Background: an optimization exercise with open tools, aiming at small area and a short achievable clock period. Do not read the settings as production practice.
Only simulation tests tie the RTL to the original design; equivalence was not proved.
Power and IR drop assume default switching activity.

// cache_tag_check
module cache_tag_check #(
    parameter int  WAYS  = 4,
    parameter int  SETS  = 16,
    parameter int  TAG_W = 20,
    localparam int WAY_W = (WAYS > 1) ? $clog2(WAYS) : 1,
    localparam int IDX_W = $clog2(SETS)
) (
    input  logic             clk,
    input  logic             rst,
    input  logic             lkp_valid,
    input  logic [IDX_W-1:0] lkp_index,
    input  logic [TAG_W-1:0] lkp_tag,
    output logic             lkp_ready,
    output logic             rsp_valid,
    output logic             rsp_hit,
    output logic [WAY_W-1:0] rsp_way,
    input  logic             fill_valid,
    input  logic [IDX_W-1:0] fill_index,
    input  logic [TAG_W-1:0] fill_tag,
    output logic             fill_done,
    output logic [WAY_W-1:0] fill_way,
    input  logic             flush,
    output logic             busy,
    output logic             err
);
    logic                         busy_q;
    logic [IDX_W-1:0]             fcnt_q;
    logic [SETS-1:0][WAYS-1:0]    vld_q;
    logic [SETS-1:0][WAY_W-1:0]   ptr_q;
    logic [TAG_W-1:0]             tag_mem [SETS][WAYS];
    logic                         lkp_acc, fill_acc;
    logic                         l_v_q, f_v_q;
    logic [WAYS-1:0]              l_hitv_q, f_match_q, f_inv_q;
    logic [WAY_W-1:0]             f_ptr_q, f_alt_q;
    logic [IDX_W-1:0]             f_idx_q;
    logic [SETS-1:0]              f_sel_q;   
    logic [TAG_W-1:0]             f_tag_q;
    logic [WAY_W-1:0]             victim;
    logic                         ptr_adv;
    assign lkp_ready = ~busy_q;
    assign busy      = busy_q;
    assign err       = 1'b0;
    assign lkp_acc   = lkp_valid  & ~busy_q & ~flush;
    assign fill_acc  = fill_valid & ~busy_q & ~flush;
  ...
Size in the first run: about 4700 cells after synthesis, about 1400 flip-flops, ~63 I/O pins, about 60000 um^2 of cells after synthesis.
clock: 5.5 ns
lec_check: 0
abc_clock_period_in_ps: 4500
cap_margin: 20
core_margin: 2
core_utilization: 35
cts_cluster_diameter: 80
cts_cluster_size: 25
place_density: 0.75
setup_slack_margin: 2.5
slew_margin: 20
synth_hierarchical: 1
run.sh (not shown) runs the stock make flow with config.mk's settings and CLKGATE_MAP_FILE= SYNTH_SCRIPT=/design/flow/synth_recipe.tcl, a recipe that flattens the netlist after the stock synthesis.
Then changed:
--- a/flow/design.v
+++ b/flow/design.v
@@ -93,13 +93,14 @@
         assign f_pw       = f_byp && (victim == WAY_W'(w));
         logic [TAG_W/2-1:0] l_g, f_g;
         for (genvar k = 0; k < TAG_W / 2; k++) begin : g_grp
             ctc_nor2 u_lg (.a(l_mm[w][2*k]), .b(l_mm[w][2*k+1]), .y(l_g[k]));
             ctc_nor2 u_fg (.a(f_mm[w][2*k]), .b(f_mm[w][2*k+1]), .y(f_g[k]));
         end
-        ctc_hit #(.N(TAG_W / 2)) u_lh (.g(l_g), .c(l_vrd[w] & ~l_pw), .h(l_pw & l_peq),
+        ctc_hit #(.N(TAG_W / 2)) u_lh (.g(l_g), .c(lkp_acc & l_vrd[w] & ~l_pw),
+                                       .h(lkp_acc & l_pw & l_peq),
                                        .y(l_hitv[w]));
         ctc_hit #(.N(TAG_W / 2)) u_fh (.g(f_g), .c(f_vrd[w] & ~f_pw), .h(f_pw & f_peq),
                                        .y(f_match[w]));
         assign f_inv[w]   = ~f_pw & ~f_vrd[w];
     end
     assign f_ptr = f_prd + WAY_W'(f_byp & ptr_adv);
@@ -127,14 +128,14 @@
         f_tag_q   <= fill_tag;
     end
     logic [WAY_W-1:0]             hit_way;
     assign hit_way[1] = ~l_hitv_q[0] & ~l_hitv_q[1] & (l_hitv_q[2] | l_hitv_q[3]);
     assign hit_way[0] = ~l_hitv_q[0] & (l_hitv_q[1] | (~l_hitv_q[2] & l_hitv_q[3]));
     assign rsp_valid = l_v_q;
-    assign rsp_hit   = l_v_q & |l_hitv_q;
-    assign rsp_way   = l_v_q ? hit_way : '0;
+    assign rsp_hit   = |l_hitv_q;
+    assign rsp_way   = hit_way;
     always_comb begin
         victim = f_alt_q;
         for (int w = WAYS - 1; w >= 0; w--) begin
             if (f_match_q[w]) victim = WAY_W'(w);
         end
     end
Power barely changes.
Maximum frequency is higher by a little under a tenth.
Worst setup slack improves by 0.21 ns.
Sequential share of layout area rises by 0.14 points.
Wire length went down by a few percent.
Global-route usage fell by 0.76 points.
Clock skew increases by 0.0041 ns.
Critical path depth stays the same.

==> afterwards: timing with drivers on the ports <==
The results above use ideal ports. As a check the final layouts listed here were re-extracted and re-timed, cells and wires unchanged. Step 1 sets driving cells, clkbuf_16 on the clock port and buf_2 on the other inputs (assumed; they add their load-dependent delay and slew). Step 2 times the ports against the registers' clock, not the clock port: input delays grow and output delays shrink by t, the midpoint of the rising clock arrivals with the driver on. a / b / c = ideal ports / drivers / drivers and shift; a / b = the first two.
run	shift t [ns]	slack for setup (ns)	slew at the worst register clock pin (ns)	pins driven straight from the clock port
the first run	0.810	2.226 / 2.203 / 1.393	0.11 / 0.11	1
the second run	0.758	2.441 / 2.429 / 1.675	0.10 / 0.10	1
After both steps every run listed still meets setup and hold. For the first run, which loses most, drivers alone change the setup slack by -0.023 ns; drivers and shift together by -0.833 ns.
